Context: an optimization exercise on an open-source flow, tuned for small area, a short achievable clock period and few clock cycles per item. The choices shown serve that exercise and are no tape-out recipe. Function was checked by simulation only, so behaviour that the tests miss may differ from the original.

==> design/flow/design.v <==
module hb_interp2 #(
    parameter int unsigned DW   = 16,
    parameter int unsigned ACCW = 36
) (
    input  logic                 clk,
    input  logic                 reset,
    input  logic signed [DW-1:0] x_in,
    input  logic                 x_in_valid,
    output logic                 x_in_ready,
    output logic signed [DW-1:0] y_out,
    output logic                 y_out_valid
);
    logic ph, ph_a, ph_b, ph_c, sa, sb, v1, v2, v3, v4, v5, v6, yv;
    logic [15:0] xr;
    logic [7:0] ra[14], rb[14];
    logic [7:0] pa[14];
    logic [10:0] q0;
    logic [8:0] q1;
    logic [8:0] q2;
    logic [8:0] q3;
    logic [8:0] q4;
    logic [8:0] q5;
    logic [11:0] q6;
    logic [8:0] s0, s1, s2, s3, s4, s5, s6;
    logic [23:0] ta, tb, tc, za, zb, z;
    logic [17:0] zr;
    logic [15:0] o3, y, bsel, asat;
    logic acc;
    assign x_in_ready  = ph;
    assign y_out       = y;
    assign y_out_valid = yv;
    assign acc         = x_in_valid & ph;
    always_ff @(posedge clk or posedge reset) begin
        if (reset) begin
            ph <= 1'b0; ph_a <= 1'b0; ph_b <= 1'b0; ph_c <= 1'b0;
            sa <= 1'b0; sb <= 1'b0; v1 <= 1'b0; v2 <= 1'b0; v3 <= 1'b0;
            v4 <= 1'b0; v5 <= 1'b0; v6 <= 1'b0; yv <= 1'b0;
        end else begin
            ph <= ~ph; ph_a <= ~ph_a; ph_b <= ~ph_b; ph_c <= ~ph_c;
            sa <= acc;
            sb <= ~acc;
            v1 <= sa; v2 <= v1; v3 <= v2; v4 <= v3; v5 <= v4; v6 <= v5;
            yv <= v5 | v6;
        end
    end
    always_ff @(posedge clk) begin
        xr <= x_in;
        ra[0] <= ({8{sa}} & xr[7:0]) | ({8{sb}} & rb[0]);
        rb[0] <= ({8{sa}} & xr[15:8]) | ({8{sb}} & ra[0]);
        for (int k = 1; k < 14; k++) begin
            ra[k] <= ({8{sa}} & rb[k-1]) | ({8{sb}} & rb[k]);
            rb[k] <= ({8{sa}} & ra[k-1]) | ({8{sb}} & ra[k]);
        end
    end
    always_comb begin
        for (int k = 0; k < 14; k++) pa[k] = {ra[k][7] ^ ~ph_a, ra[k][6:0]};
        s0 = {1'b0, pa[0]} + {1'b0, pa[13]};
        s1 = {1'b0, pa[1]} + {1'b0, pa[12]};
        s2 = {1'b0, pa[2]} + {1'b0, pa[11]};
        s3 = {1'b0, pa[3]} + {1'b0, pa[10]};
        s4 = {1'b0, pa[4]} + {1'b0, pa[9]};
        s5 = {1'b0, pa[5]} + {1'b0, pa[8]};
        s6 = {1'b0, pa[6]} + {1'b0, pa[7]};
    end
    always_ff @(posedge clk) begin
        q0 <= {2'b0, s0} + {s0, 1'b0};
        q1 <= s1;
        q2 <= s2;
        q3 <= s3;
        q4 <= s4;
        q5 <= s5;
        q6 <= {3'b0, s6} + {s6, 2'b0};
    end
    wire ts1, tc2, ts3, tc4, ts5, tc6, ts7, tc8, ts9, tc10, ts11, tc12, tn13, ts14, tc15, tn16;
    wire ts17, tc18, ts19, tc20, ts21, tc22, ts23, tc24, ts25, tc26, ts27, tc28, ts29, tc30, ts31, tc32;
    wire ts33, tc34, ts35, tc36, tn37, ts38, tc39, ts40, tc41, tn42, ts43, tc44, tn45, ts46, tc47, tn48;
    wire ts49, tc50, ts51, tc52, ts53, tc54, ts55, tc56, ts57, tc58, ts59, tc60, ts61, tc62, tn63, ts64;
    wire tc65, tn66, ts67, tc68, tn69, ts70, tc71, ts72, tc73, ts74, tc75, ts76, tc77, ts78, tc79, ts80;
    wire tc81, ts82, tc83, ts84, tc85, ts86, tc87, ts88, tc89, tn90, ts91, tc92, tn93, ts94, tc95, tn96;
    wire ts97, tc98, ts99, tc100, ts101, tc102, ts103, tc104, ts105, tc106, ts107, tc108, ts109, tc110, ts111, tc112;
    wire ts113, tc114, ts115, tc116, ts117, tc118, tn119, ts120, tc121, tn122, ts123, tc124, ts125, tc126, tn127, ts128;
    wire tc129, ts130, tc131, ts132, tc133, ts134, tc135, ts136, tc137, ts138, tc139, ts140, tc141, ts142, tc143, ts144;
    wire tc145, ts146, tc147, ts148, tc149, ts150, tc151, ts152, tc153, ts154, tc155, tn156, ts157, tc158, tn159, ts160;
    wire tc161, tn162, ts163, tc164, ts165, tc166, ts167, tc168, ts169, tc170, ts171, tc172, ts173, tc174, ts175, tc176;
    wire ts177, tc178, ts179, tc180, ts181, tc182, tn183, ts184, tc185, tn186, ts187, tc188, tn189, ts190, tc191, tn192;
    wire ts193, tc194, tn195, ts196, tc197, ts198, tc199, ts200, tc201, ts202, tc203, ts204, tc205, ts206, tc207, ts208;
    wire tc209, ts210, tc211, tn212, ts213, tc214, ts215, tc216, ts217, tc218, ts219, tc220, ts221, tc222, tn223, ts224;
    wire tc225, tn226, ts227, tc228, tn229, ts230, tc231, ts232, tc233, ts234, tc235, ts236, tc237, ts238, tc239, ts240;
    wire tc241, ts242, tc243, ts244, tc245, tn246, ts247, tc248, ts249, tc250, tn251, ts252, tc253, ts254, tc255, tn256;
    wire ts257, tc258, tn259, ts260, tc261, tn262, ts263, tc264, tn265, ts266, tc267, ts268, tc269, ts270, tc271, ts272;
    wire tc273, tn274, ts275, tc276, ts277, tc278, ts279, tc280, tn281, ts282, tc283, ts284, tc285, tn286, ts287, tc288;
    wire tn289, ts290, tc291, tn292, ts293, tc294, tn295, ts296, tc297, ts298, tc299, ts300, tc301, ts302, tc303, tn304;
    wire ts305, tc306, tn307, ts308, tc309, ts310, tc311, tn312, ts313, tc314, ts315, tc316, tn317, ts318, tc319, tn320;
    wire ts321, tc322, ts323, tc324, ts325, tc326, ts327, tc328, ts329, tc330, ts331, tc332, ts333, tc334, tn335, ts336;
    wire tc337, ts338, tc339, tn340, ts341, tc342, ts343, tc344, ts345, tc346, ts347, tc348, ts349, tc350, ts351, tc352;
    wire tn353, ts354, tc355, tn356, ts357, tc358, ts359, tc360, tn361, ts362, tc363, ts364, tc365, ts366, tc367, tn368;
    wire ts369, tc370, tn371, ts372, tc373, tn374, ts375, tc376, ts377, tc378, ts379, tc380, ts381, tc382, tn383, ts384;
    wire tc385, tn386, ts387, tc388, tn389, ts390, tc391, ts392, tc393, tn394, ts395, tc396, ts397, tc398, tn399, ts400;
    wire tc401;
    assign ts1 = q0[0] ^ q2[0] ^ q6[0];
    assign tc2 = (q0[0] & q2[0]) | (q0[0] & q6[0]) | (q2[0] & q6[0]);
    assign ts3 = q1[1] ^ q3[0] ^ q4[0];
    assign tc4 = (q1[1] & q3[0]) | (q1[1] & q4[0]) | (q3[0] & q4[0]);
    assign ts5 = q0[1] ^ q2[1] ^ q6[1];
    assign tc6 = (q0[1] & q2[1]) | (q0[1] & q6[1]) | (q2[1] & q6[1]);
    assign ts7 = q5[1] ^ tc2;
    assign tc8 = ~q5[1] & tc2;
    assign ts9 = q1[2] ^ q3[1] ^ q4[1];
    assign tc10 = (q1[2] & q3[1]) | (q1[2] & q4[1]) | (q3[1] & q4[1]);
    assign ts11 = q0[2] ^ q2[2] ^ q2[0];
    assign tc12 = (q0[2] & q2[2]) | (q0[2] & q2[0]) | (q2[2] & q2[0]);
    assign tn13 = ~q5[2];
    assign ts14 = q6[2] ^ tn13 ^ tc6;
    assign tc15 = (q6[2] & tn13) | (q6[2] & tc6) | (tn13 & tc6);
    assign tn16 = ~ts11;
    assign ts17 = tc4 ^ tn16 ^ ts9;
    assign tc18 = (tc4 & tn16) | (tc4 & ts9) | (tn16 & ts9);
    assign ts19 = q1[3] ^ q3[2] ^ q3[0];
    assign tc20 = (q1[3] & q3[2]) | (q1[3] & q3[0]) | (q3[2] & q3[0]);
    assign ts21 = q4[2] ^ q4[0] ^ q5[3];
    assign tc22 = (q4[2] & q4[0]) | (q4[2] & q5[3]) | (q4[0] & q5[3]);
    assign ts23 = q0[3] ^ q1[0] ^ q2[3];
    assign tc24 = (q0[3] & q1[0]) | (q0[3] & q2[3]) | (q1[0] & q2[3]);
    assign ts25 = q2[1] ^ q6[3] ^ tc12;
    assign tc26 = (q2[1] & q6[3]) | (q2[1] & tc12) | (q6[3] & tc12);
    assign ts27 = tc10 ^ ts19 ^ ts21;
    assign tc28 = (tc10 & ts19) | (tc10 & ts21) | (ts19 & ts21);
    assign ts29 = ts23 ^ tc15 ^ ts25;
    assign tc30 = (ts23 & tc15) | (ts23 & ts25) | (tc15 & ts25);
    assign ts31 = q1[4] ^ q2[0] ^ q3[3];
    assign tc32 = (q1[4] & q2[0]) | (q1[4] & q3[3]) | (q2[0] & q3[3]);
    assign ts33 = q3[1] ^ q4[3] ^ q4[1];
    assign tc34 = (q3[1] & q4[3]) | (q3[1] & q4[1]) | (q4[3] & q4[1]);
    assign ts35 = q0[4] ^ q1[1] ^ q2[4];
    assign tc36 = (q0[4] & q1[1]) | (q0[4] & q2[4]) | (q1[1] & q2[4]);
    assign tn37 = ~q5[4];
    assign ts38 = q2[2] ^ q6[4] ^ tn37;
    assign tc39 = (q2[2] & q6[4]) | (q2[2] & tn37) | (q6[4] & tn37);
    assign ts40 = q6[0] ^ tc20 ^ tc22;
    assign tc41 = (q6[0] & tc20) | (q6[0] & tc22) | (tc20 & tc22);
    assign tn42 = ~ts31;
    assign ts43 = tc24 ^ ts35 ^ tn42;
    assign tc44 = (tc24 & ts35) | (tc24 & tn42) | (ts35 & tn42);
    assign tn45 = ~ts33;
    assign ts46 = tn45 ^ ts38 ^ tc26;
    assign tc47 = (tn45 & ts38) | (tn45 & tc26) | (ts38 & tc26);
    assign tn48 = ~ts43;
    assign ts49 = tc28 ^ ts40 ^ tn48;
    assign tc50 = (tc28 & ts40) | (tc28 & tn48) | (ts40 & tn48);
    assign ts51 = q1[5] ^ q1[0] ^ q2[1];
    assign tc52 = (q1[5] & q1[0]) | (q1[5] & q2[1]) | (q1[0] & q2[1]);
    assign ts53 = q3[4] ^ q3[2] ^ q4[4];
    assign tc54 = (q3[4] & q3[2]) | (q3[4] & q4[4]) | (q3[2] & q4[4]);
    assign ts55 = q4[2] ^ q5[5] ^ q6[1];
    assign tc56 = (q4[2] & q5[5]) | (q4[2] & q6[1]) | (q5[5] & q6[1]);
    assign ts57 = q0[5] ^ q1[2] ^ q2[5];
    assign tc58 = (q0[5] & q1[2]) | (q0[5] & q2[5]) | (q1[2] & q2[5]);
    assign ts59 = q2[3] ^ q6[5] ^ tc36;
    assign tc60 = (q2[3] & q6[5]) | (q2[3] & tc36) | (q6[5] & tc36);
    assign ts61 = tc32 ^ tc34 ^ ts51;
    assign tc62 = (tc32 & tc34) | (tc32 & ts51) | (tc34 & ts51);
    assign tn63 = ~ts53;
    assign ts64 = tc39 ^ ts57 ^ tn63;
    assign tc65 = (tc39 & ts57) | (tc39 & tn63) | (ts57 & tn63);
    assign tn66 = ~ts59;
    assign ts67 = ts55 ^ tc41 ^ tn66;
    assign tc68 = (ts55 & tc41) | (ts55 & tn66) | (tc41 & tn66);
    assign tn69 = ~ts61;
    assign ts70 = tc44 ^ tn69 ^ ts64;
    assign tc71 = (tc44 & tn69) | (tc44 & ts64) | (tn69 & ts64);
    assign ts72 = tc47 ^ ts67;
    assign tc73 = tc47 & ~ts67;
    assign ts74 = q1[6] ^ q1[1] ^ q2[2];
    assign tc75 = (q1[6] & q1[1]) | (q1[6] & q2[2]) | (q1[1] & q2[2]);
    assign ts76 = q3[5] ^ q3[3] ^ q4[5];
    assign tc77 = (q3[5] & q3[3]) | (q3[5] & q4[5]) | (q3[3] & q4[5]);
    assign ts78 = q4[3] ^ q5[6] ^ q6[2];
    assign tc79 = (q4[3] & q5[6]) | (q4[3] & q6[2]) | (q5[6] & q6[2]);
    assign ts80 = q0[6] ^ q1[3] ^ q2[6];
    assign tc81 = (q0[6] & q1[3]) | (q0[6] & q2[6]) | (q1[3] & q2[6]);
    assign ts82 = q2[4] ^ q4[0] ^ q5[0];
    assign tc83 = (q2[4] & q4[0]) | (q2[4] & q5[0]) | (q4[0] & q5[0]);
    assign ts84 = tc52 ^ tc54 ^ tc56;
    assign tc85 = (tc52 & tc54) | (tc52 & tc56) | (tc54 & tc56);
    assign ts86 = ts74 ^ ts76 ^ ts78;
    assign tc87 = (ts74 & ts76) | (ts74 & ts78) | (ts76 & ts78);
    assign ts88 = q6[6] ^ tc58 ^ ts80;
    assign tc89 = (q6[6] & tc58) | (q6[6] & ts80) | (tc58 & ts80);
    assign tn90 = ~tc62;
    assign ts91 = ts82 ^ tc60 ^ tn90;
    assign tc92 = (ts82 & tc60) | (ts82 & tn90) | (tc60 & tn90);
    assign tn93 = ~ts84;
    assign ts94 = tn93 ^ tc65 ^ ts88;
    assign tc95 = (tn93 & tc65) | (tn93 & ts88) | (tc65 & ts88);
    assign tn96 = ~ts91;
    assign ts97 = ts86 ^ tc68 ^ tn96;
    assign tc98 = (ts86 & tc68) | (ts86 & tn96) | (tc68 & tn96);
    assign ts99 = tc71 ^ ts94;
    assign tc100 = tc71 & ts94;
    assign ts101 = q1[7] ^ q1[2] ^ q2[3];
    assign tc102 = (q1[7] & q1[2]) | (q1[7] & q2[3]) | (q1[2] & q2[3]);
    assign ts103 = q3[6] ^ q3[4] ^ q4[6];
    assign tc104 = (q3[6] & q3[4]) | (q3[6] & q4[6]) | (q3[4] & q4[6]);
    assign ts105 = q4[4] ^ q5[7] ^ q6[3];
    assign tc106 = (q4[4] & q5[7]) | (q4[4] & q6[3]) | (q5[7] & q6[3]);
    assign ts107 = q0[7] ^ q1[4] ^ q2[7];
    assign tc108 = (q0[7] & q1[4]) | (q0[7] & q2[7]) | (q1[4] & q2[7]);
    assign ts109 = q2[5] ^ q2[0] ^ q3[0];
    assign tc110 = (q2[5] & q2[0]) | (q2[5] & q3[0]) | (q2[0] & q3[0]);
    assign ts111 = q4[1] ^ q5[1] ^ q6[7];
    assign tc112 = (q4[1] & q5[1]) | (q4[1] & q6[7]) | (q5[1] & q6[7]);
    assign ts113 = tc75 ^ tc77 ^ tc79;
    assign tc114 = (tc75 & tc77) | (tc75 & tc79) | (tc77 & tc79);
    assign ts115 = ts101 ^ ts103 ^ ts105;
    assign tc116 = (ts101 & ts103) | (ts101 & ts105) | (ts103 & ts105);
    assign ts117 = tc81 ^ tc83 ^ ts107;
    assign tc118 = (tc81 & tc83) | (tc81 & ts107) | (tc83 & ts107);
    assign tn119 = ~tc85;
    assign ts120 = ts109 ^ ts111 ^ tn119;
    assign tc121 = (ts109 & ts111) | (ts109 & tn119) | (ts111 & tn119);
    assign tn122 = ~tc89;
    assign ts123 = tn122 ^ tc87 ^ ts113;
    assign tc124 = (tn122 & tc87) | (tn122 & ts113) | (tc87 & ts113);
    assign ts125 = ts117 ^ tc92 ^ ts120;
    assign tc126 = (ts117 & tc92) | (ts117 & ts120) | (tc92 & ts120);
    assign tn127 = ~tc95;
    assign ts128 = ts115 ^ tn127 ^ ts123;
    assign tc129 = (ts115 & tn127) | (ts115 & ts123) | (tn127 & ts123);
    assign ts130 = tc100 ^ ts125;
    assign tc131 = tc100 & ts125;
    assign ts132 = q1[8] ^ q1[3] ^ q2[4];
    assign tc133 = (q1[8] & q1[3]) | (q1[8] & q2[4]) | (q1[3] & q2[4]);
    assign ts134 = q3[7] ^ q3[5] ^ q4[7];
    assign tc135 = (q3[7] & q3[5]) | (q3[7] & q4[7]) | (q3[5] & q4[7]);
    assign ts136 = q4[5] ^ q5[8] ^ q6[4];
    assign tc137 = (q4[5] & q5[8]) | (q4[5] & q6[4]) | (q5[8] & q6[4]);
    assign ts138 = q0[8] ^ q1[5] ^ q2[8];
    assign tc139 = (q0[8] & q1[5]) | (q0[8] & q2[8]) | (q1[5] & q2[8]);
    assign ts140 = q2[6] ^ q2[1] ^ q3[1];
    assign tc141 = (q2[6] & q2[1]) | (q2[6] & q3[1]) | (q2[1] & q3[1]);
    assign ts142 = q4[2] ^ q5[2] ^ q5[0];
    assign tc143 = (q4[2] & q5[2]) | (q4[2] & q5[0]) | (q5[2] & q5[0]);
    assign ts144 = tc102 ^ tc104 ^ tc106;
    assign tc145 = (tc102 & tc104) | (tc102 & tc106) | (tc104 & tc106);
    assign ts146 = q6[8] ^ tc108 ^ tc110;
    assign tc147 = (q6[8] & tc108) | (q6[8] & tc110) | (tc108 & tc110);
    assign ts148 = ts132 ^ ts134 ^ ts136;
    assign tc149 = (ts132 & ts134) | (ts132 & ts136) | (ts134 & ts136);
    assign ts150 = tc112 ^ ts138 ^ ts140;
    assign tc151 = (tc112 & ts138) | (tc112 & ts140) | (ts138 & ts140);
    assign ts152 = tc114 ^ tc116 ^ ts144;
    assign tc153 = (tc114 & tc116) | (tc114 & ts144) | (tc116 & ts144);
    assign ts154 = ts142 ^ tc118 ^ ts146;
    assign tc155 = (ts142 & tc118) | (ts142 & ts146) | (tc118 & ts146);
    assign tn156 = ~ts148;
    assign ts157 = ts150 ^ tn156 ^ tc121;
    assign tc158 = (ts150 & tn156) | (ts150 & tc121) | (tn156 & tc121);
    assign tn159 = ~ts154;
    assign ts160 = tc124 ^ tn159 ^ ts152;
    assign tc161 = (tc124 & tn159) | (tc124 & ts152) | (tn159 & ts152);
    assign tn162 = ~tc129;
    assign ts163 = tc126 ^ ts157 ^ tn162;
    assign tc164 = (tc126 & ts157) | (tc126 & tn162) | (ts157 & tn162);
    assign ts165 = q1[4] ^ q2[5] ^ q3[8];
    assign tc166 = (q1[4] & q2[5]) | (q1[4] & q3[8]) | (q2[5] & q3[8]);
    assign ts167 = q3[6] ^ q3[0] ^ q4[8];
    assign tc168 = (q3[6] & q3[0]) | (q3[6] & q4[8]) | (q3[0] & q4[8]);
    assign ts169 = q0[9] ^ q1[6] ^ q2[7];
    assign tc170 = (q0[9] & q1[6]) | (q0[9] & q2[7]) | (q1[6] & q2[7]);
    assign ts171 = q2[2] ^ q3[2] ^ q4[3];
    assign tc172 = (q2[2] & q3[2]) | (q2[2] & q4[3]) | (q3[2] & q4[3]);
    assign ts173 = q5[3] ^ q5[1] ^ q6[9];
    assign tc174 = (q5[3] & q5[1]) | (q5[3] & q6[9]) | (q5[1] & q6[9]);
    assign ts175 = q4[6] ^ q6[5] ^ tc133;
    assign tc176 = (q4[6] & q6[5]) | (q4[6] & tc133) | (q6[5] & tc133);
    assign ts177 = tc139 ^ tc141 ^ tc143;
    assign tc178 = (tc139 & tc141) | (tc139 & tc143) | (tc141 & tc143);
    assign ts179 = tc135 ^ tc137 ^ ts165;
    assign tc180 = (tc135 & tc137) | (tc135 & ts165) | (tc137 & ts165);
    assign ts181 = ts169 ^ ts171 ^ ts173;
    assign tc182 = (ts169 & ts171) | (ts169 & ts173) | (ts171 & ts173);
    assign tn183 = ~tc147;
    assign ts184 = ts167 ^ tn183 ^ tc145;
    assign tc185 = (ts167 & tn183) | (ts167 & tc145) | (tn183 & tc145);
    assign tn186 = ~tc149;
    assign ts187 = tc151 ^ ts177 ^ tn186;
    assign tc188 = (tc151 & ts177) | (tc151 & tn186) | (ts177 & tn186);
    assign tn189 = ~ts181;
    assign ts190 = ts175 ^ tn189 ^ ts179;
    assign tc191 = (ts175 & tn189) | (ts175 & ts179) | (tn189 & ts179);
    assign tn192 = ~tc155;
    assign ts193 = tn192 ^ tc153 ^ ts184;
    assign tc194 = (tn192 & tc153) | (tn192 & ts184) | (tc153 & ts184);
    assign tn195 = ~ts190;
    assign ts196 = ts187 ^ tn195 ^ tc158;
    assign tc197 = (ts187 & tn195) | (ts187 & tc158) | (tn195 & tc158);
    assign ts198 = tc161 ^ ts193;
    assign tc199 = tc161 | ts193;
    assign ts200 = q1[5] ^ q2[6] ^ q3[7];
    assign tc201 = (q1[5] & q2[6]) | (q1[5] & q3[7]) | (q2[6] & q3[7]);
    assign ts202 = q3[1] ^ q4[7] ^ q6[6];
    assign tc203 = (q3[1] & q4[7]) | (q3[1] & q6[6]) | (q4[7] & q6[6]);
    assign ts204 = q0[10] ^ q1[7] ^ q2[8];
    assign tc205 = (q0[10] & q1[7]) | (q0[10] & q2[8]) | (q1[7] & q2[8]);
    assign ts206 = q2[3] ^ q3[3] ^ q4[4];
    assign tc207 = (q2[3] & q3[3]) | (q2[3] & q4[4]) | (q3[3] & q4[4]);
    assign ts208 = q4[0] ^ q5[4] ^ q5[2];
    assign tc209 = (q4[0] & q5[4]) | (q4[0] & q5[2]) | (q5[4] & q5[2]);
    assign ts210 = q5[0] ^ q6[10] ^ tc170;
    assign tc211 = (q5[0] & q6[10]) | (q5[0] & tc170) | (q6[10] & tc170);
    assign tn212 = ~tc166;
    assign ts213 = tc172 ^ tc174 ^ tn212;
    assign tc214 = (tc172 & tc174) | (tc172 & tn212) | (tc174 & tn212);
    assign ts215 = tc168 ^ ts200 ^ ts202;
    assign tc216 = (tc168 & ts200) | (tc168 & ts202) | (ts200 & ts202);
    assign ts217 = ts204 ^ ts206 ^ ts208;
    assign tc218 = (ts204 & ts206) | (ts204 & ts208) | (ts206 & ts208);
    assign ts219 = tc178 ^ tc182 ^ ts210;
    assign tc220 = (tc178 & tc182) | (tc178 & ts210) | (tc182 & ts210);
    assign ts221 = tc176 ^ tc180 ^ ts215;
    assign tc222 = (tc176 & tc180) | (tc176 & ts215) | (tc180 & ts215);
    assign tn223 = ~tc185;
    assign ts224 = ts213 ^ ts217 ^ tn223;
    assign tc225 = (ts213 & ts217) | (ts213 & tn223) | (ts217 & tn223);
    assign tn226 = ~tc191;
    assign ts227 = tc188 ^ ts219 ^ tn226;
    assign tc228 = (tc188 & ts219) | (tc188 & tn226) | (ts219 & tn226);
    assign tn229 = ~ts224;
    assign ts230 = ts221 ^ tn229 ^ tc194;
    assign tc231 = (ts221 & tn229) | (ts221 & tc194) | (tn229 & tc194);
    assign ts232 = ts227 ^ tc199;
    assign tc233 = ts227 & ~tc199;
    assign ts234 = q1[6] ^ q2[7] ^ q3[8];
    assign tc235 = (q1[6] & q2[7]) | (q1[6] & q3[8]) | (q2[7] & q3[8]);
    assign ts236 = q3[2] ^ q4[8] ^ q6[7];
    assign tc237 = (q3[2] & q4[8]) | (q3[2] & q6[7]) | (q4[8] & q6[7]);
    assign ts238 = q1[8] ^ q2[4] ^ q3[4];
    assign tc239 = (q1[8] & q2[4]) | (q1[8] & q3[4]) | (q2[4] & q3[4]);
    assign ts240 = q4[5] ^ q4[1] ^ q5[5];
    assign tc241 = (q4[5] & q4[1]) | (q4[5] & q5[5]) | (q4[1] & q5[5]);
    assign ts242 = q5[3] ^ q5[1] ^ q6[11];
    assign tc243 = (q5[3] & q5[1]) | (q5[3] & q6[11]) | (q5[1] & q6[11]);
    assign ts244 = q6[0] ^ tc205 ^ tc207;
    assign tc245 = (q6[0] & tc205) | (q6[0] & tc207) | (tc205 & tc207);
    assign tn246 = ~tc209;
    assign ts247 = tn246 ^ tc201 ^ tc203;
    assign tc248 = (tn246 & tc201) | (tn246 & tc203) | (tc201 & tc203);
    assign ts249 = ts238 ^ ts240 ^ ts242;
    assign tc250 = (ts238 & ts240) | (ts238 & ts242) | (ts240 & ts242);
    assign tn251 = ~tc211;
    assign ts252 = ts234 ^ ts236 ^ tn251;
    assign tc253 = (ts234 & ts236) | (ts234 & tn251) | (ts236 & tn251);
    assign ts254 = tc214 ^ tc218 ^ ts244;
    assign tc255 = (tc214 & tc218) | (tc214 & ts244) | (tc218 & ts244);
    assign tn256 = ~ts249;
    assign ts257 = tc216 ^ ts247 ^ tn256;
    assign tc258 = (tc216 & ts247) | (tc216 & tn256) | (ts247 & tn256);
    assign tn259 = ~ts252;
    assign ts260 = tc220 ^ tn259 ^ ts254;
    assign tc261 = (tc220 & tn259) | (tc220 & ts254) | (tn259 & ts254);
    assign tn262 = ~tc225;
    assign ts263 = tc222 ^ ts257 ^ tn262;
    assign tc264 = (tc222 & ts257) | (tc222 & tn262) | (ts257 & tn262);
    assign tn265 = ~tc231;
    assign ts266 = tc228 ^ ts260 ^ tn265;
    assign tc267 = (tc228 & ts260) | (tc228 & tn265) | (ts260 & tn265);
    assign ts268 = q1[7] ^ q2[8] ^ q3[3];
    assign tc269 = (q1[7] & q2[8]) | (q1[7] & q3[3]) | (q2[8] & q3[3]);
    assign ts270 = q2[5] ^ q3[5] ^ q4[6];
    assign tc271 = (q2[5] & q3[5]) | (q2[5] & q4[6]) | (q3[5] & q4[6]);
    assign ts272 = q4[2] ^ q5[6] ^ q5[4];
    assign tc273 = (q4[2] & q5[6]) | (q4[2] & q5[4]) | (q5[6] & q5[4]);
    assign tn274 = ~q5[0];
    assign ts275 = q5[2] ^ q6[1] ^ tn274;
    assign tc276 = (q5[2] & q6[1]) | (q5[2] & tn274) | (q6[1] & tn274);
    assign ts277 = q6[8] ^ tc235 ^ tc237;
    assign tc278 = (q6[8] & tc235) | (q6[8] & tc237) | (tc235 & tc237);
    assign ts279 = tc239 ^ tc241 ^ tc243;
    assign tc280 = (tc239 & tc241) | (tc239 & tc243) | (tc241 & tc243);
    assign tn281 = ~ts268;
    assign ts282 = ts270 ^ ts272 ^ tn281;
    assign tc283 = (ts270 & ts272) | (ts270 & tn281) | (ts272 & tn281);
    assign ts284 = ts275 ^ tc245 ^ tc250;
    assign tc285 = (ts275 & tc245) | (ts275 & tc250) | (tc245 & tc250);
    assign tn286 = ~ts279;
    assign ts287 = tc248 ^ tn286 ^ ts277;
    assign tc288 = (tc248 & tn286) | (tc248 & ts277) | (tn286 & ts277);
    assign tn289 = ~tc253;
    assign ts290 = ts282 ^ tn289 ^ tc255;
    assign tc291 = (ts282 & tn289) | (ts282 & tc255) | (tn289 & tc255);
    assign tn292 = ~ts284;
    assign ts293 = tn292 ^ tc258 ^ ts287;
    assign tc294 = (tn292 & tc258) | (tn292 & ts287) | (tc258 & ts287);
    assign tn295 = ~ts293;
    assign ts296 = tc261 ^ ts290 ^ tn295;
    assign tc297 = (tc261 & ts290) | (tc261 & tn295) | (ts290 & tn295);
    assign ts298 = q1[8] ^ q3[4] ^ q5[1];
    assign tc299 = (q1[8] & q3[4]) | (q1[8] & q5[1]) | (q3[4] & q5[1]);
    assign ts300 = q2[6] ^ q3[6] ^ q4[7];
    assign tc301 = (q2[6] & q3[6]) | (q2[6] & q4[7]) | (q3[6] & q4[7]);
    assign ts302 = q4[3] ^ q5[7] ^ q5[5];
    assign tc303 = (q4[3] & q5[7]) | (q4[3] & q5[5]) | (q5[7] & q5[5]);
    assign tn304 = ~q6[9];
    assign ts305 = q5[3] ^ q6[2] ^ tn304;
    assign tc306 = (q5[3] & q6[2]) | (q5[3] & tn304) | (q6[2] & tn304);
    assign tn307 = ~tc269;
    assign ts308 = tc271 ^ tc273 ^ tn307;
    assign tc309 = (tc271 & tc273) | (tc271 & tn307) | (tc273 & tn307);
    assign ts310 = tc276 ^ ts300 ^ ts302;
    assign tc311 = (tc276 & ts300) | (tc276 & ts302) | (ts300 & ts302);
    assign tn312 = ~ts298;
    assign ts313 = tn312 ^ ts305 ^ tc280;
    assign tc314 = (tn312 & ts305) | (tn312 & tc280) | (ts305 & tc280);
    assign ts315 = tc283 ^ ts308 ^ ts310;
    assign tc316 = (tc283 & ts308) | (tc283 & ts310) | (ts308 & ts310);
    assign tn317 = ~tc278;
    assign ts318 = tn317 ^ tc285 ^ ts313;
    assign tc319 = (tn317 & tc285) | (tn317 & ts313) | (tc285 & ts313);
    assign tn320 = ~tc288;
    assign ts321 = tn320 ^ ts315 ^ tc291;
    assign tc322 = (tn320 & ts315) | (tn320 & tc291) | (ts315 & tc291);
    assign ts323 = ts318 ^ tc294;
    assign tc324 = ts318 & ~tc294;
    assign ts325 = q3[5] ^ q5[2] ^ q6[10];
    assign tc326 = (q3[5] & q5[2]) | (q3[5] & q6[10]) | (q5[2] & q6[10]);
    assign ts327 = q2[7] ^ q3[7] ^ q4[8];
    assign tc328 = (q2[7] & q3[7]) | (q2[7] & q4[8]) | (q3[7] & q4[8]);
    assign ts329 = q4[4] ^ q5[8] ^ q5[6];
    assign tc330 = (q4[4] & q5[8]) | (q4[4] & q5[6]) | (q5[8] & q5[6]);
    assign ts331 = q5[4] ^ q6[3] ^ tc301;
    assign tc332 = (q5[4] & q6[3]) | (q5[4] & tc301) | (q6[3] & tc301);
    assign ts333 = tc303 ^ tc306 ^ ts327;
    assign tc334 = (tc303 & tc306) | (tc303 & ts327) | (tc306 & ts327);
    assign tn335 = ~ts329;
    assign ts336 = tc299 ^ tn335 ^ ts325;
    assign tc337 = (tc299 & tn335) | (tc299 & ts325) | (tn335 & ts325);
    assign ts338 = tc309 ^ tc311 ^ ts331;
    assign tc339 = (tc309 & tc311) | (tc309 & ts331) | (tc311 & ts331);
    assign tn340 = ~ts336;
    assign ts341 = ts333 ^ tn340 ^ tc314;
    assign tc342 = (ts333 & tn340) | (ts333 & tc314) | (tn340 & tc314);
    assign ts343 = tc316 ^ ts338 ^ tc319;
    assign tc344 = (tc316 & ts338) | (tc316 & tc319) | (ts338 & tc319);
    assign ts345 = ts341 ^ tc324;
    assign tc346 = ts341 & tc324;
    assign ts347 = q3[6] ^ q5[3] ^ q6[11];
    assign tc348 = (q3[6] & q5[3]) | (q3[6] & q6[11]) | (q5[3] & q6[11]);
    assign ts349 = q2[8] ^ q3[8] ^ q4[5];
    assign tc350 = (q2[8] & q3[8]) | (q2[8] & q4[5]) | (q3[8] & q4[5]);
    assign ts351 = q5[7] ^ q5[5] ^ q6[4];
    assign tc352 = (q5[7] & q5[5]) | (q5[7] & q6[4]) | (q5[5] & q6[4]);
    assign tn353 = ~tc326;
    assign ts354 = tc328 ^ tc330 ^ tn353;
    assign tc355 = (tc328 & tc330) | (tc328 & tn353) | (tc330 & tn353);
    assign tn356 = ~ts347;
    assign ts357 = ts349 ^ ts351 ^ tn356;
    assign tc358 = (ts349 & ts351) | (ts349 & tn356) | (ts351 & tn356);
    assign ts359 = tc332 ^ tc334 ^ ts354;
    assign tc360 = (tc332 & tc334) | (tc332 & ts354) | (tc334 & ts354);
    assign tn361 = ~tc337;
    assign ts362 = tn361 ^ ts357 ^ tc339;
    assign tc363 = (tn361 & ts357) | (tn361 & tc339) | (ts357 & tc339);
    assign ts364 = ts359 ^ tc342 ^ ts362;
    assign tc365 = (ts359 & tc342) | (ts359 & ts362) | (tc342 & ts362);
    assign ts366 = q4[6] ^ q5[8] ^ q5[6];
    assign tc367 = (q4[6] & q5[8]) | (q4[6] & q5[6]) | (q5[8] & q5[6]);
    assign tn368 = ~q6[5];
    assign ts369 = tn368 ^ q3[7] ^ q5[4];
    assign tc370 = (tn368 & q3[7]) | (tn368 & q5[4]) | (q3[7] & q5[4]);
    assign tn371 = ~tc348;
    assign ts372 = tc350 ^ tc352 ^ tn371;
    assign tc373 = (tc350 & tc352) | (tc350 & tn371) | (tc352 & tn371);
    assign tn374 = ~ts369;
    assign ts375 = ts366 ^ tn374 ^ tc355;
    assign tc376 = (ts366 & tn374) | (ts366 & tc355) | (tn374 & tc355);
    assign ts377 = tc358 ^ ts372 ^ tc360;
    assign tc378 = (tc358 & ts372) | (tc358 & tc360) | (ts372 & tc360);
    assign ts379 = ts375 ^ tc363;
    assign tc380 = ts375 & tc363;
    assign ts381 = q4[7] ^ q5[7] ^ q6[6];
    assign tc382 = (q4[7] & q5[7]) | (q4[7] & q6[6]) | (q5[7] & q6[6]);
    assign tn383 = ~tc367;
    assign ts384 = q3[8] ^ q5[5] ^ tn383;
    assign tc385 = (q3[8] & q5[5]) | (q3[8] & tn383) | (q5[5] & tn383);
    assign tn386 = ~tc370;
    assign ts387 = tn386 ^ ts381 ^ tc373;
    assign tc388 = (tn386 & ts381) | (tn386 & tc373) | (ts381 & tc373);
    assign tn389 = ~ts384;
    assign ts390 = tn389 ^ tc376 ^ ts387;
    assign tc391 = (tn389 & tc376) | (tn389 & ts387) | (tc376 & ts387);
    assign ts392 = q4[8] ^ q5[8] ^ q6[7];
    assign tc393 = (q4[8] & q5[8]) | (q4[8] & q6[7]) | (q5[8] & q6[7]);
    assign tn394 = ~q5[6];
    assign ts395 = tn394 ^ tc382 ^ ts392;
    assign tc396 = (tn394 & tc382) | (tn394 & ts392) | (tc382 & ts392);
    assign ts397 = tc385 ^ ts395;
    assign tc398 = ~tc385 & ts395;
    assign tn399 = ~q5[7];
    assign ts400 = q6[8] ^ tn399 ^ tc393;
    assign tc401 = (q6[8] & tn399) | (q6[8] & tc393) | (tn399 & tc393);
    always_ff @(posedge clk) begin
        ta <= {1'b1, q6[11], q6[10], q5[8], tc396, tc388, tc378, ts377, tc344, tc322, ts321, tc264, ts263, tc197, ts196, ts160, tc98, tc73, tc50, tc30, tc18, tc8, ts5, q1[0]};
        tb <= {1'b1, 1'b1, 1'b1, q6[9], tc398, tc391, tc380, tc365, tc346, ts343, tc297, tc267, tc233, ts230, tc164, tc131, ts128, ts97, ts70, ts46, ts27, ts14, ts3, q5[0]};
        tc <= {1'b1, 1'b1, 1'b1, tc401, ts400, ts397, ts390, ts379, ts364, ts345, ts323, ts296, ts266, ts232, ts198, ts163, ts130, ts99, ts72, ts49, ts29, ts17, ts7, ts1};
    end
    assign o3 = ph_b ? 16'hdc56 : zr[17:2];
    wire un1, us2, uc3, un4, us5, uc6, us7, uc8, un9, us10, uc11, un12, us13, uc14, un15, us16;
    wire uc17, un18, us19, uc20, un21, us22, uc23, un24, us25, uc26, un27, us28, uc29, un30, us31, uc32;
    wire un33, us34, uc35, un36, us37, uc38, un39, us40, uc41, un42, us43, uc44, un45, us46, uc47, un48;
    wire us49, uc50, us51, uc52, us53, uc54, un55, us56, uc57, un58, us59, uc60, un61, us62, uc63, un64;
    wire us65, uc66, un67, us68, uc69, us70, uc71, un72, us73, uc74, us75, uc76, us77, uc78, us79, uc80;
    wire us81, uc82, us83, uc84, us85, uc86, us87, uc88, us89, uc90, un91, us92, uc93, un94, us95, uc96;
    wire us97, uc98, us99, uc100, us101, uc102, un103, us104, uc105, us106, uc107, us108, uc109, us110, uc111;
    assign un1 = ~tc[0];
    assign us2 = un1 ^ ta[0] ^ tb[0];
    assign uc3 = (un1 & ta[0]) | (un1 & tb[0]) | (ta[0] & tb[0]);
    assign un4 = ~ta[1];
    assign us5 = un4 ^ tb[1] ^ tc[1];
    assign uc6 = (un4 & tb[1]) | (un4 & tc[1]) | (tb[1] & tc[1]);
    assign us7 = o3[1] ^ uc3;
    assign uc8 = o3[1] & ~uc3;
    assign un9 = ~tc[2];
    assign us10 = ta[2] ^ tb[2] ^ un9;
    assign uc11 = (ta[2] & tb[2]) | (ta[2] & un9) | (tb[2] & un9);
    assign un12 = ~uc6;
    assign us13 = o3[2] ^ un12 ^ us10;
    assign uc14 = (o3[2] & un12) | (o3[2] & us10) | (un12 & us10);
    assign un15 = ~tc[3];
    assign us16 = un15 ^ ta[3] ^ tb[3];
    assign uc17 = (un15 & ta[3]) | (un15 & tb[3]) | (ta[3] & tb[3]);
    assign un18 = ~us16;
    assign us19 = o3[3] ^ uc11 ^ un18;
    assign uc20 = (o3[3] & uc11) | (o3[3] & un18) | (uc11 & un18);
    assign un21 = ~tc[4];
    assign us22 = ta[4] ^ tb[4] ^ un21;
    assign uc23 = (ta[4] & tb[4]) | (ta[4] & un21) | (tb[4] & un21);
    assign un24 = ~uc17;
    assign us25 = o3[4] ^ un24 ^ us22;
    assign uc26 = (o3[4] & un24) | (o3[4] & us22) | (un24 & us22);
    assign un27 = ~tb[5];
    assign us28 = un27 ^ ta[5] ^ tc[5];
    assign uc29 = (un27 & ta[5]) | (un27 & tc[5]) | (ta[5] & tc[5]);
    assign un30 = ~us28;
    assign us31 = o3[5] ^ uc23 ^ un30;
    assign uc32 = (o3[5] & uc23) | (o3[5] & un30) | (uc23 & un30);
    assign un33 = ~tb[6];
    assign us34 = ta[6] ^ tc[6] ^ un33;
    assign uc35 = (ta[6] & tc[6]) | (ta[6] & un33) | (tc[6] & un33);
    assign un36 = ~uc29;
    assign us37 = o3[6] ^ un36 ^ us34;
    assign uc38 = (o3[6] & un36) | (o3[6] & us34) | (un36 & us34);
    assign un39 = ~tc[7];
    assign us40 = un39 ^ ta[7] ^ tb[7];
    assign uc41 = (un39 & ta[7]) | (un39 & tb[7]) | (ta[7] & tb[7]);
    assign un42 = ~us40;
    assign us43 = o3[7] ^ uc35 ^ un42;
    assign uc44 = (o3[7] & uc35) | (o3[7] & un42) | (uc35 & un42);
    assign un45 = ~ta[8];
    assign us46 = tb[8] ^ tc[8] ^ un45;
    assign uc47 = (tb[8] & tc[8]) | (tb[8] & un45) | (tc[8] & un45);
    assign un48 = ~uc41;
    assign us49 = o3[8] ^ un48 ^ us46;
    assign uc50 = (o3[8] & un48) | (o3[8] & us46) | (un48 & us46);
    assign us51 = ta[9] ^ tb[9] ^ tc[9];
    assign uc52 = (ta[9] & tb[9]) | (ta[9] & tc[9]) | (tb[9] & tc[9]);
    assign us53 = o3[9] ^ uc47 ^ us51;
    assign uc54 = (o3[9] & uc47) | (o3[9] & us51) | (uc47 & us51);
    assign un55 = ~ta[10];
    assign us56 = un55 ^ tb[10] ^ tc[10];
    assign uc57 = (un55 & tb[10]) | (un55 & tc[10]) | (tb[10] & tc[10]);
    assign un58 = ~us56;
    assign us59 = uc52 ^ o3[10] ^ un58;
    assign uc60 = (uc52 & o3[10]) | (uc52 & un58) | (o3[10] & un58);
    assign un61 = ~ta[11];
    assign us62 = tb[11] ^ tc[11] ^ un61;
    assign uc63 = (tb[11] & tc[11]) | (tb[11] & un61) | (tc[11] & un61);
    assign un64 = ~uc57;
    assign us65 = o3[11] ^ un64 ^ us62;
    assign uc66 = (o3[11] & un64) | (o3[11] & us62) | (un64 & us62);
    assign un67 = ~ta[12];
    assign us68 = tb[12] ^ tc[12] ^ un67;
    assign uc69 = (tb[12] & tc[12]) | (tb[12] & un67) | (tc[12] & un67);
    assign us70 = o3[12] ^ uc63 ^ us68;
    assign uc71 = (o3[12] & uc63) | (o3[12] & us68) | (uc63 & us68);
    assign un72 = ~tc[13];
    assign us73 = ta[13] ^ tb[13] ^ un72;
    assign uc74 = (ta[13] & tb[13]) | (ta[13] & un72) | (tb[13] & un72);
    assign us75 = o3[13] ^ uc69 ^ us73;
    assign uc76 = (o3[13] & uc69) | (o3[13] & us73) | (uc69 & us73);
    assign us77 = ta[14] ^ tb[14] ^ tc[14];
    assign uc78 = (ta[14] & tb[14]) | (ta[14] & tc[14]) | (tb[14] & tc[14]);
    assign us79 = o3[14] ^ uc74 ^ us77;
    assign uc80 = (o3[14] & uc74) | (o3[14] & us77) | (uc74 & us77);
    assign us81 = ta[15] ^ tb[15] ^ tc[15];
    assign uc82 = (ta[15] & tb[15]) | (ta[15] & tc[15]) | (tb[15] & tc[15]);
    assign us83 = uc78 ^ o3[15] ^ us81;
    assign uc84 = (uc78 & o3[15]) | (uc78 & us81) | (o3[15] & us81);
    assign us85 = ta[16] ^ tb[16] ^ tc[16];
    assign uc86 = (ta[16] & tb[16]) | (ta[16] & tc[16]) | (tb[16] & tc[16]);
    assign us87 = uc82 ^ ph_b ^ us85;
    assign uc88 = (uc82 & ph_b) | (uc82 & us85) | (ph_b & us85);
    assign us89 = ta[17] ^ tb[17] ^ tc[17];
    assign uc90 = (ta[17] & tb[17]) | (ta[17] & tc[17]) | (tb[17] & tc[17]);
    assign un91 = ~ph_b;
    assign us92 = uc86 ^ un91 ^ us89;
    assign uc93 = (uc86 & un91) | (uc86 & us89) | (un91 & us89);
    assign un94 = ~tc[18];
    assign us95 = ta[18] ^ tb[18] ^ un94;
    assign uc96 = (ta[18] & tb[18]) | (ta[18] & un94) | (tb[18] & un94);
    assign us97 = uc90 ^ us95;
    assign uc98 = uc90 & us95;
    assign us99 = ta[19] ^ tb[19] ^ tc[19];
    assign uc100 = (ta[19] & tb[19]) | (ta[19] & tc[19]) | (tb[19] & tc[19]);
    assign us101 = un91 ^ uc96 ^ us99;
    assign uc102 = (un91 & uc96) | (un91 & us99) | (uc96 & us99);
    assign un103 = ~ta[20];
    assign us104 = tb[20] ^ tc[20] ^ un103;
    assign uc105 = (tb[20] & tc[20]) | (tb[20] & un103) | (tc[20] & un103);
    assign us106 = uc100 ^ un91 ^ us104;
    assign uc107 = (uc100 & un91) | (uc100 & us104) | (un91 & us104);
    assign us108 = 1'b1 ^ ta[21] ^ uc105;
    assign uc109 = (1'b1 & ta[21]) | (1'b1 & uc105) | (ta[21] & uc105);
    assign us110 = ta[22] ^ ph_b;
    assign uc111 = ta[22] & ph_b;
    assign za = {~ph_b, uc109, uc107, uc102, uc98, uc93, uc88, uc84, uc80, uc76, uc71, uc66, uc60, uc54, uc50, uc44, uc38, uc32, uc26, uc20, uc14, uc8, ~us5, o3[0]};
    assign zb = {uc111, us110, us108, us106, us101, us97, us92, us87, us83, us79, us75, us70, us65, us59, us53, us49, us43, us37, us31, us25, us19, us13, ~us7, ~us2};
    assign z = za + zb;
    always_ff @(posedge clk) begin
        zr <= z[23:6];
    end
    always_comb begin
        if (zr[16] != zr[15]) asat = zr[16] ? 16'h8000 : 16'h7fff;
        else                  asat = zr[15:0];
        if (v2 & v4)      bsel = {ra[8], rb[8]};
        else if (v2 | v4) bsel = {ra[7], rb[7]};
        else              bsel = {ra[6], rb[6]};
    end
    always_ff @(posedge clk) begin
        y <= ph_c ? asat : bsel;
    end
endmodule
==> design/flow/run.sh <==
#!/bin/bash
# synth_recipe.tcl (not shown) runs the flow's synth.tcl, then flattens the netlist and writes it again
# the make line also repeats each setting of config.mk as NAME=value (left out here)
make -C /OpenROAD-flow-scripts/flow DESIGN_CONFIG=/design/flow/config.mk WORK_HOME=/design/flow/orfs CLKGATE_MAP_FILE= SYNTH_SCRIPT=/design/flow/synth_recipe.tcl finish
==> design/flow/config.mk <==
export PLATFORM = sky130hd
export DESIGN_NAME = hb_interp2
export DESIGN_NICKNAME = hb_interp2
export VERILOG_FILES = /design/flow/design.v
export SDC_FILE = /design/flow/constraint.sdc
export NUM_CORES = 4
export LEC_CHECK = 0
export CAP_MARGIN = 5
export CORE_MARGIN = 2
export CORE_UTILIZATION = 65
export CTS_CLUSTER_DIAMETER = 100
export CTS_CLUSTER_SIZE = 30
export PLACE_DENSITY = 0.75
export SETUP_SLACK_MARGIN = 2.8
export SLEW_MARGIN = 5
==> design/flow/constraint.sdc <==
create_clock -name core_clock -period 6.0 [get_ports {clk}]
set_input_delay 1.2000 -clock core_clock [delete_from_list [all_inputs] [get_ports {clk}]]
set_output_delay 1.2000 -clock core_clock [all_outputs]
set_load 0.01 [all_outputs]
==> results of run 1 <==
-- synth_stat cells (all sizes together), types with 7 or more instances --
cell type and n:
nand2b 17, inv 333, clkbuf 62, xor2 25
or2 9, maj3 11, o21bai 16, mux2 14
o21ai 54, xnor2 46, mux2i 16, nand2 55
a22o 224, a21o 28, and3 7, fa 210
buf 8, a211oi 14, nor2 28, dfrtp 13
dfxtp 407, a21oi 50, ha 102
-- through the flow --
step | util | setup slack (ns)
after floorplan | - | 2.823
after global placement | 0.6844 | 2.444
after detailed placement | 0.6844 | 2.396
after CTS | 0.7078 | 2.751
after global routing | 0.7171 | 2.667
final | 0.7173 | 2.819
-- final cells by class --
cell class / count / area share
diodes: 2 / 0.0002269
clock buffers: 24 / 0.02286
clock inverters: 2 / 0.001702
inverters: 333 / 0.05678
multi-input cells: 984 / 0.4842
flip-flops and latches: 420 / 0.3867
well taps: 396 / 0.02246
repair buffers: 59 / 0.02507
-- timing repair --
action / CTS / global route
pin swaps: 17 / 23
resized for setup: 32 / 56
buffers inserted: 9 / 10
endpoints found under the setup margin: 17 / 24
-- critical path, cell delays in order (launching register included) --
cell and delay [ns]:
dfxtp_2 0.34, fa_1 0.52, inv_1 0.05, fa_1 0.52, inv_2 0.05, ha_4 0.20
o211a_1 0.21, o311a_1 0.16, nor3_4 0.26, a31oi_4 0.12, o311a_4 0.38, a41oi_2 0.19
xnor2_1 0.13
-- path summary, 6_finish.rpt --
| check | from | endpoint | slack (ns) | depth (start not counted) |
|---|---|---|---|---|
| setup reg to reg | ta[2]$_DFF_P_ | zr[10]$_DFF_P_ | 2.82 | 12 |
| max in group asynchronous | reset | sa$_DFF_PP0_ | 4.34 | 2 |
| hold reg to reg | v1$_DFF_PP0_ | v2$_DFF_PP0_ | 0.36 | 0 |
| hold / removal | v1$_DFF_PP0_ | v2$_DFF_PP0_ | 0.36 | 0 |
| min in group asynchronous | reset | ph_c$_DFF_PP0_ | 1.09 | 2 |
| setup / recovery | ta[2]$_DFF_P_ | zr[10]$_DFF_P_ | 2.82 | 12 |
-- cell usage in the layout (no fill, tap or decap), types with 10 or more instances in the layout --
cell / instances
clkbuf_16: 19
buf_4: 20
a211oi_1: 12
ha_4: 10
nor2_1: 28
fa_1: 204
maj3_1: 11
nand2b_1: 17
inv_1: 328
xnor2_1: 44
a22o_1: 224
a21oi_1: 47
a21o_1: 28
mux2_2: 14
dfxtp_2: 23
o21bai_1: 16
dfxtp_1: 380
clkdlybuf4s50_1: 36
o21ai_0: 50
xor2_1: 24
dfrtp_1: 10
mux2i_1: 16
nand2_1: 55
ha_1: 91
-- registers in the layout, summed over array words and instances (netlist names), 11 cells and up --
signal  flops
ra        112
rb        112
ta         23
tb         21
tc         21
zr         18
xr         16
y          16
q6         12
q0         11
-- metal layers --
layer	global-route usage	up-vias	wire length, um
met3	0.03165	91	1876
li1	-	5957	-
met4	0.1229	0	2254
met1	0.3823	6322	19930
met2	0.4774	245	21830
met5	0	-	0
-- cells by family after synthesis --
group,synth area share
DFF,0.4153
AOI/OAI and AO/OA,0.1543
buffers and inverters,0.07421
adders and majority gates,0.2740
and+or+nand+nor,0.03612
xor gates and xnor gates,0.03048
muxes,0.01558
==> run notes, run 1 <==
run status complete, no violations; worst-case headroom to the max-slew limit 0.2253; library cell with the largest summed area after synthesis dfxtp_1; largest driver fanout on the critical path 7; clock root cell clkbuf_16; Cell Rows 64; placed cells 2173; minimum period implied by the final worst setup slack 3.181 ns; post-detail-place hpwl 36.06 mm; total of buffers placed on input and output ports 36; global placement routability congestion 0.9622; Max Buffers Root-to-Sink 3; crit path capture type register; gate count of the mapped netlist 1807; Vias 12615; worst setup skew after layout 0.02900 ns; source-to-sink clock delay at the later pin of the worst-skew pair 0.53 ns; P&R area growth vs syn 8.108%; worst min-delay path class register to register; initial standard-cell utilization of the core 0.6635; DP Area 0.02104 mm^2; Die ar. 0.03282 mm^2; total area of multi-input combinational cells 0.01068 mm^2; core box area 0.03075 mm^2; post-DR wirelength/cell 20.67 um; wire length of the first global-routing pass 72.01 mm; Via-to-Cell Ratio 5.682; clock tree from TritonCTS done; synthesized area per cell 11.29 um^2; count of state elements after synthesis 420; count of flip-flops with a built-in enable after synthesis 0; Overall Global Routing Usage 0.2861; accumulated negative setup slack 0 ns; Die Span X 181.2 um; number of antenna violations at the first check in global routing 1; period utilization 0.5302; aggregate global routing overflow 0; number of max-slew violations in the final report 0; via count of the first global-routing pass 12965; synth unique cells 51; pin slew with the least headroom to its limit 1.162 ns; final wirelength 45.89 mm; Final Net Count 2147; portion of the post-synthesis area used by sequential elements 0.4153; fraction of final layout cells with drive strength greater than 1 0.07794; number of nets with antenna violations after detailed routing 0; element type at the critical path start register; H-Tree Depth 1; endpoints failing hold 0; largest net degree at the start of global routing 183; post-route cell area 0.02206 mm^2; Final Non-Filler Cells 2220; hold buffer count at cts 0; most instantiated flip-flop cell in the synthesis netlist dfxtp_1; die height 181.2 um; clock slew at the register clock pins of the worst setup and hold paths 0.11 ns; total number of clock tree sinks 420; number of CTS-inserted buffers 18; Iter 0 DRT Violations 682; top cells by area, synth dfxtp_1 40%, fa_1 21%, a22o_1 9.6%; type of the worst setup path register to register; CP arrival 3.65 ns; setup repair after global routing missed its margin yes; DRC violations left 0; maximum clock rate 314.3 MHz; Yosys Warn Count 4; Post-Route Hold Slack 0.3635 ns; required time at the endpoint of the critical path 6.47 ns; Detailed Routing Iterations Pass 1 5; share of flip-flops with an asynchronous set or reset after synthesis 0.03095; Max Cap Violations 0; count of filler cells inserted in the layout 2269; Synthesized Nets 2138; share of Yosys cell area claimed by the top area cell type 0.3994; number of top-level pins 37; summed instance area of the synthesized netlist 0.02040 mm^2; Reg area 0.008528 mm^2; count of final setup violators 0
Testbench counts, summed over its fixed seeds: cycles 4,144, samples 2,048.
==> run 2: changes to the inputs <==
--- a/design/flow/config.mk
+++ b/design/flow/config.mk
@@ -7,3 +7,3 @@
 export LEC_CHECK = 0
-export CAP_MARGIN = 5
+export CAP_MARGIN = 20
 export CORE_MARGIN = 2
@@ -13,3 +13,3 @@
 export PLACE_DENSITY = 0.75
-export SETUP_SLACK_MARGIN = 2.8
-export SLEW_MARGIN = 5
+export SETUP_SLACK_MARGIN = 3.4
+export SLEW_MARGIN = 20
==> run 2 against run 1 <==
Synthesized area did not move. Register-to-register slack lost 0.02 ns. Final cell count up 2.8%. Critical path depth is 1 higher. Fmax down 0.65%. Critical path type unchanged. Largest cell class unchanged.
==> run notes, run 2 <==
total number of clock tree sinks 420 (unchanged); count of final setup violators 0 (unchanged); Synthesized Nets 2138 (unchanged); source-to-sink clock delay at the later pin of the worst-skew pair 0.54 ns (was 0.53 ns); endpoints failing hold 0 (unchanged); cell type of the slowest stage on the worst timing path fa_1 (unchanged); post-route cell area 0.02340 mm^2 (was 0.02206 mm^2); Register-to-Register Setup Slack 2.80 ns (was 2.82 ns); Max Cap Violations 0 (unchanged); hold path startpoint q1[0]$_DFF_P_ (was v1$_DFF_PP0_); CP arrival 3.66 ns (was 3.65 ns); Die Span X 181.2 um (unchanged); largest net degree at the start of global routing 182 (was 183); post-synthesis mux area share 0.01558 (unchanged); Detailed Routing Iterations Pass 1 5 (unchanged); most frequent cells in the layout 352 x dfxtp_1, 268 x inv_1, 224 x a22o_1 (was 380 x dfxtp_1, 328 x inv_1, 224 x a22o_1); minimum period implied by the final worst setup slack 3.202 ns (was 3.181 ns); required time at the endpoint of the critical path 6.46 ns (was 6.47 ns); synth unique cells 51 (unchanged); worst-case headroom to the max-slew limit 0.3586 (was 0.2253); cell with the most instances after synthesis dfxtp_1 (unchanged); setup repair after global routing missed its margin yes (unchanged); run status complete, no violations (unchanged); number of CTS-inserted buffers 18 (unchanged); count of filler cells inserted in the layout 2012 (was 2269); clock tree from TritonCTS done (unchanged); Via-to-Cell Ratio 5.699 (was 5.682); H-Tree Depth 1 (unchanged); Final Net Count 2209 (was 2147); accumulated negative setup slack 0 ns (unchanged); registers with the highest flip-flop counts ra: 112 flops, rb: 112 flops, ta: 23 flops (unchanged); hold buffer count at cts 0 (unchanged); share of flip-flops with an asynchronous set or reset after synthesis 0.03095 (unchanged); combinational family with the most area after synthesis adder cells (unchanged); largest driver fanout on the critical path 7 (unchanged); summed instance area of the synthesized netlist 0.02040 mm^2 (unchanged); P&R area growth vs syn 14.71% (was 8.108%); portion of the post-synthesis area used by sequential elements 0.4153 (unchanged); period utilization 0.5337 (was 0.5302); final wirelength 48.54 mm (was 45.89 mm); number of top-level pins 37 (unchanged); Cell Rows 64 (unchanged); type of the worst setup path register to register (unchanged); cell depth of the worst hold path 0 (unchanged); DRC violations left 0 (unchanged); top cells by area, synth dfxtp_1 40%, fa_1 21%, a22o_1 9.6% (unchanged); die height 181.2 um (unchanged); instance count on the critical path 13 (was 12); Overall Global Routing Usage 0.2961 (was 0.2861); library cell with the largest summed area after synthesis dfxtp_1 (unchanged); post-detail-place hpwl 36.39 mm (was 36.06 mm); maximum clock rate 312.3 MHz (was 314.3 MHz); Iter 0 DRT Violations 745 (was 682); gate count of the mapped netlist 1807 (unchanged); Die ar. 0.03282 mm^2 (unchanged); count of state elements after synthesis 420 (unchanged); number of nets with antenna violations after detailed routing 0 (unchanged); R2R depth 13 (was 12); xor and xnor area share after synthesis 0.03048 (unchanged); worst min-delay path class register to register (unchanged); area share of and/or/nand/nor cells after synthesis 0.03612 (unchanged); DP Area 0.02130 mm^2 (was 0.02104 mm^2); pin slew with the least headroom to its limit 0.9621 ns (was 1.162 ns); crit path capture type register (unchanged); clock root cell clkbuf_16 (unchanged); element type at the critical path start register (unchanged); aggregate global routing overflow 0 (unchanged); fraction of final layout cells with drive strength greater than 1 0.2226 (was 0.07794); via count of the first global-routing pass 13465 (was 12965); number of antenna violations at the first check in global routing 2 (was 1); worst setup skew after layout 0.03408 ns (was 0.02900 ns); share of Yosys cell area claimed by the top area cell type 0.3994 (unchanged); global placement routability congestion 0.9624 (was 0.9622); final antenna diode count 0 (was 2); FF-to-FF End zr[8]$_DFF_P_ (was zr[10]$_DFF_P_); cell breakdown of the critical path inv_2 -> fa_1 -> inv_2 -> fa_1 -> inv_1 -> ha_1 -> o211a_1 -> o311a_1 -> nor3_4 -> a31oi_4 -> o311a_4 -> a21oi_2 -> xnor2_1 (was fa_1 -> inv_1 -> fa_1 -> inv_2 -> ha_4 -> o211a_1 -> o311a_1 -> nor3_4 -> a31oi_4 -> o311a_4 -> a41oi_2 -> xnor2_1); core box area 0.03075 mm^2 (unchanged); Bufs and invs on worst path 3 (was 2); most instantiated flip-flop cell in the synthesis netlist dfxtp_1 (unchanged); post-DR wirelength/cell 21.26 um (was 20.67 um); crit-path leading delay family adder cells (unchanged); Vias 13010 (was 12615); most frequent standard cell in the layout excluding fill and tap cells dfxtp_1 (unchanged); most frequent cells after synthesis 407 x dfxtp_1, 333 x inv_1, 224 x a22o_1 (unchanged); wire length of the first global-routing pass 74.54 mm (was 72.01 mm); count of flip-flops with a built-in enable after synthesis 0 (unchanged); Yosys Warn Count 4 (unchanged); synthesized area per cell 11.29 um^2 (unchanged); longest individual stage delay on the worst path 0.54 ns (was 0.52 ns); Max Buffers Root-to-Sink 3 (unchanged); WHS Endpoint ta[0]$_DFF_P_ (was v2$_DFF_PP0_); fraction of the mapped netlist area in adder cells 0.2740 (unchanged); initial standard-cell utilization of the core 0.6635 (unchanged); number of max-slew violations in the final report 0 (unchanged); clock slew at the register clock pins of the worst setup and hold paths 0.11 ns (about the same); startpoint of the worst register-to-register path tc[2]$_DFF_P_ (was ta[2]$_DFF_P_); total of buffers placed on input and output ports 36 (unchanged); synthesized-area fraction occupied by ao, oa, aoi and oai cells 0.1543 (unchanged)
## run 2: cell counts after synthesis
Identical to the previous run, type by type.
## run 2: metal layers
layer | up-vias | part of all wire | track usage | wire length [um]
met5 | - | 0 | 0 | 0
met4 | 0 | 0.052 | 0.1346 | 2510
met3 | 128 | 0.045 | 0.03790 | 2199
met2 | 326 | 0.49 | 0.5034 | 23590
met1 | 6471 | 0.42 | 0.3808 | 20250
li1 | 6085 | - | - | -
## run 2: stage by stage
stage               instances  hold slack, ns  setup WS, ns    util
finish                   2283          0.3640         2.798  0.7611
global route             2283          0.3730         2.618  0.7611
CTS                      2256          0.3639         2.730  0.7437
detailed placement       2173          0.3357         2.597  0.6928
global placement         2173          0.3339         2.653  0.6928
floorplan                1807          0.3308         2.916       -
## run 2: area by class of cell
class	instances	area, um^2	share of cell area
Clock buffer	27	505.5	0.02160
Clock inverter	2	32.53	0.001390
Inverter	333	1259	0.05379
Multi-Input combinational cell	984	11360	0.4852
Sequential cell	420	8628	0.3687
Tap cell	396	495.5	0.02117
Timing Repair Buffer	121	1126	0.04812
## run 2: how the worst max path moves through the flow
stage,from,end,slack (ns)
6_report,tc[2]$_DFF_P_,zr[8]$_DFF_P_,2.80
5_1_grt,tc[2]$_DFF_P_,zr[8]$_DFF_P_,2.62
4_1_cts,tc[2]$_DFF_P_,zr[10]$_DFF_P_,2.73
3_5_place_dp,ta[13]$_DFF_P_,zr[16]$_DFF_P_,2.60
3_3_place_gp,ta[13]$_DFF_P_,zr[16]$_DFF_P_,2.65
2_1_floorplan,tc[2]$_DFF_P_,zr[11]$_DFF_P_,2.92
## run 2: kinds of logic (layout without fill, tap and decap cells)
kind of cell | count (synthesis) | count (layout)
DFF | 420 | 420
AOI/OAI and AO/OA | 411 | 411
buffers and inverters | 403 | 483
adders and majority gates | 323 | 323
and+or+nand+nor | 149 | 149
xor gates and xnor gates | 71 | 71
muxes | 30 | 30
## run 2: timing repair
action | 4_1_cts | 5_1_grt
setup buffers | 54 | 26
pin swaps | 52 | 66
gates resized for setup | 185 | 87
gates cloned | 0 | 0
endpoints found under the setup margin | 73 | 61
==> run 3: changes to the inputs <==
--- a/design/flow/config.mk
+++ b/design/flow/config.mk
@@ -9,7 +9,6 @@
 export CORE_MARGIN = 2
-export CORE_UTILIZATION = 65
-export CTS_CLUSTER_DIAMETER = 100
-export CTS_CLUSTER_SIZE = 30
-export PLACE_DENSITY = 0.75
-export SETUP_SLACK_MARGIN = 3.4
+export CORE_UTILIZATION = 40
+export CTS_BUF_LIST = sky130_fd_sc_hd__clkbuf_4 sky130_fd_sc_hd__clkbuf_8
+export PLACE_DENSITY = 0.6
+export SETUP_SLACK_MARGIN = 2.8
 export SLEW_MARGIN = 20
==> run 3 against run 2 <==
Flip-flop and latch count stayed put. Worst setup slack hardly changed. Fmax hardly changed. Routed wire length is 2.9% higher. Final cell count is 14% higher. Synthesized area stayed put. Largest cell class unchanged. Highest routed layer unchanged.
==> run notes, run 3 <==
run status complete, no violations (unchanged); Yosys Warn Count 4 (unchanged); DRC violations left 0 (unchanged); clock slew at the register clock pins of the worst setup and hold paths 0.06 ns (was 0.11 ns); core box area 0.05027 mm^2 (was 0.03075 mm^2); count of state elements after synthesis 420 (unchanged); Die Span X 229.8 um (was 181.2 um); setup repair after global routing missed its margin yes (unchanged); via count of the first global-routing pass 13594 (was 13465); registers with the highest flip-flop counts ra: 112 flops, rb: 112 flops, ta: 23 flops (unchanged); synthesized area per cell 11.29 um^2 (unchanged); CP arrival 3.72 ns (was 3.66 ns); met1 demand-to-capacity share in global routing 0.2495 (was 0.3808); aggregate global routing overflow 0 (unchanged); Iter 0 DRT Violations 866 (was 745); Max Cap Violations 0 (unchanged); largest net degree at the start of global routing 226 (was 182); most frequent cells after synthesis 407 x dfxtp_1, 333 x inv_1, 224 x a22o_1 (unchanged); Synthesized Nets 2138 (unchanged); fraction of final layout cells with drive strength greater than 1 0.1319 (was 0.2226); synth unique cells 51 (unchanged); Max Buffers Root-to-Sink 3 (unchanged); grt met3 use 0.03336 (was 0.03790); number of CTS-inserted buffers 74 (was 18); share of Yosys cell area claimed by the top area cell type 0.3994 (unchanged); accumulated negative setup slack 0 ns (unchanged); crit-path leading delay family adder cells (unchanged); longest individual stage delay on the worst path 0.54 ns (about the same); total of buffers placed on input and output ports 36 (unchanged); utilization after layout 0.4649 (was 0.7611); clock root cell clkbuf_8 (was clkbuf_16); type of the worst setup path register to register (unchanged); endpoints failing hold 0 (unchanged); H-Tree Depth 3 (was 1); crit path capture type register (unchanged); met2 usage in global routing 0.3219 (was 0.5034); maximum clock rate 312.3 MHz (about the same); post-detail-place hpwl 38.34 mm (was 36.39 mm); cell breakdown of the critical path fa_1 -> inv_2 -> fa_1 -> inv_1 -> ha_1 -> o211a_1 -> o311a_4 -> nor3_4 -> a31oi_4 -> o311a_4 -> nor4_4 -> a211oi_1 (was inv_2 -> fa_1 -> inv_2 -> fa_1 -> inv_1 -> ha_1 -> o211a_1 -> o311a_1 -> nor3_4 -> a31oi_4 -> o311a_4 -> a21oi_2 -> xnor2_1); total area of multi-input combinational cells 0.01067 mm^2 (was 0.01136 mm^2); share of flip-flops with an asynchronous set or reset after synthesis 0.03095 (unchanged); period utilization 0.5337 (about the same); pin slew with the least headroom to its limit 1.110 ns (was 0.9621 ns)
## run 3: cells by family (layout without fill, tap and decap cells)
family	after synthesis	in the layout	synth area share
AND/OR/NAND/NOR	149	149	0.03612
flip-flops	420	420	0.4153
other	0	2	0
multiplexers	30	30	0.01558
XOR/XNOR	71	71	0.03048
AO/OA/AOI/OAI	411	411	0.1543
adder cells (fa/ha/maj)	323	323	0.2740
buffers and inverters	403	514	0.07421
## run 3: metal layers
| layer | wire, um | part of all wire |
|---|---|---|
| met5 | 0 | 0 |
| met4 | 1430 | 0.029 |
| met1 | 22920 | 0.46 |
| met3 | 1745 | 0.035 |
| met2 | 23840 | 0.48 |
## run 3: worst paths after layout
kind                                from             end  slack (ns)  cells past startpoint
min                         v1$_DFF_PP0_    v2$_DFF_PP0_        0.34                      0
max                        ta[2]$_DFF_P_  zr[12]$_DFF_P_        2.80                     12
max reg2reg                ta[2]$_DFF_P_  zr[12]$_DFF_P_        2.80                     12
min in group asynchronous          reset    yv$_DFF_PP0_        0.97                      2
max in group asynchronous          reset    sb$_DFF_PP0_        4.51                      2
min reg2reg                 v1$_DFF_PP0_    v2$_DFF_PP0_        0.34                      0
## run 3: worst reg2reg max path, cell delays in order, from the launching register on
cell	delay, ns
dfxtp_2	0.32
fa_1	0.54
inv_2	0.04
fa_1	0.52
inv_1	0.04
ha_1	0.26
o211a_1	0.23
o311a_4	0.13
nor3_4	0.20
a31oi_4	0.13
o311a_4	0.39
nor4_4	0.18
a211oi_1	0.09
## run 3: final cells by class
cell class	instances	share of cell area
Clock buffer	111	0.06055
Antenna cell	2	0.0002141
Sequential cell	420	0.3655
Clock inverter	21	0.007441
Inverter	333	0.05359
Tap cell	672	0.03597
Multi-Input combinational cell	984	0.4565
Timing Repair Buffer	49	0.02029
## run 3: repair_timing
item | in CTS | in global routing
hold endpoints to repair | 0 | 0
buffers inserted | 4 | 5
hold buffers | 0 | 0
setup endpoints to repair | 15 | 24
gates resized for setup | 43 | 58
pin swaps | 10 | 22
## run 3: stage by stage
step | hold WS (ns) | setup WS (ns)
after floorplan | 0.3308 | 2.823
after global placement | 0.3315 | 2.455
after detailed placement | 0.3347 | 2.327
after CTS | 0.3401 | 2.670
after global routing | 0.3437 | 2.643
final | 0.3381 | 2.798

afterwards: timing with drivers on the ports:
In the flow no input, the clock included, has a driving cell. The finished layouts below were timed again as built, in two steps.
Step 1, drivers: a clkbuf_16 drives clk and a buf_2 each remaining input, both assumed.
Step 2 moves the port delays by t, midway between the first and last clock arrival at a register: inputs arrive t later, outputs are due t later. That takes back most of the time a late clock gives input paths.
Slacks: ideal ports / drivers / drivers and shift; pairs: ideal ports / drivers.
run	t (ns)	setup slack, ns	pins driven straight from the clock port
run 1	0.572	2.819 / 2.819 / 2.819	1
run 2	0.580	2.798 / 2.798 / 2.798	1
run 3	0.696	2.798 / 2.798 / 2.798	1
After both steps setup and hold are still met in every run listed.
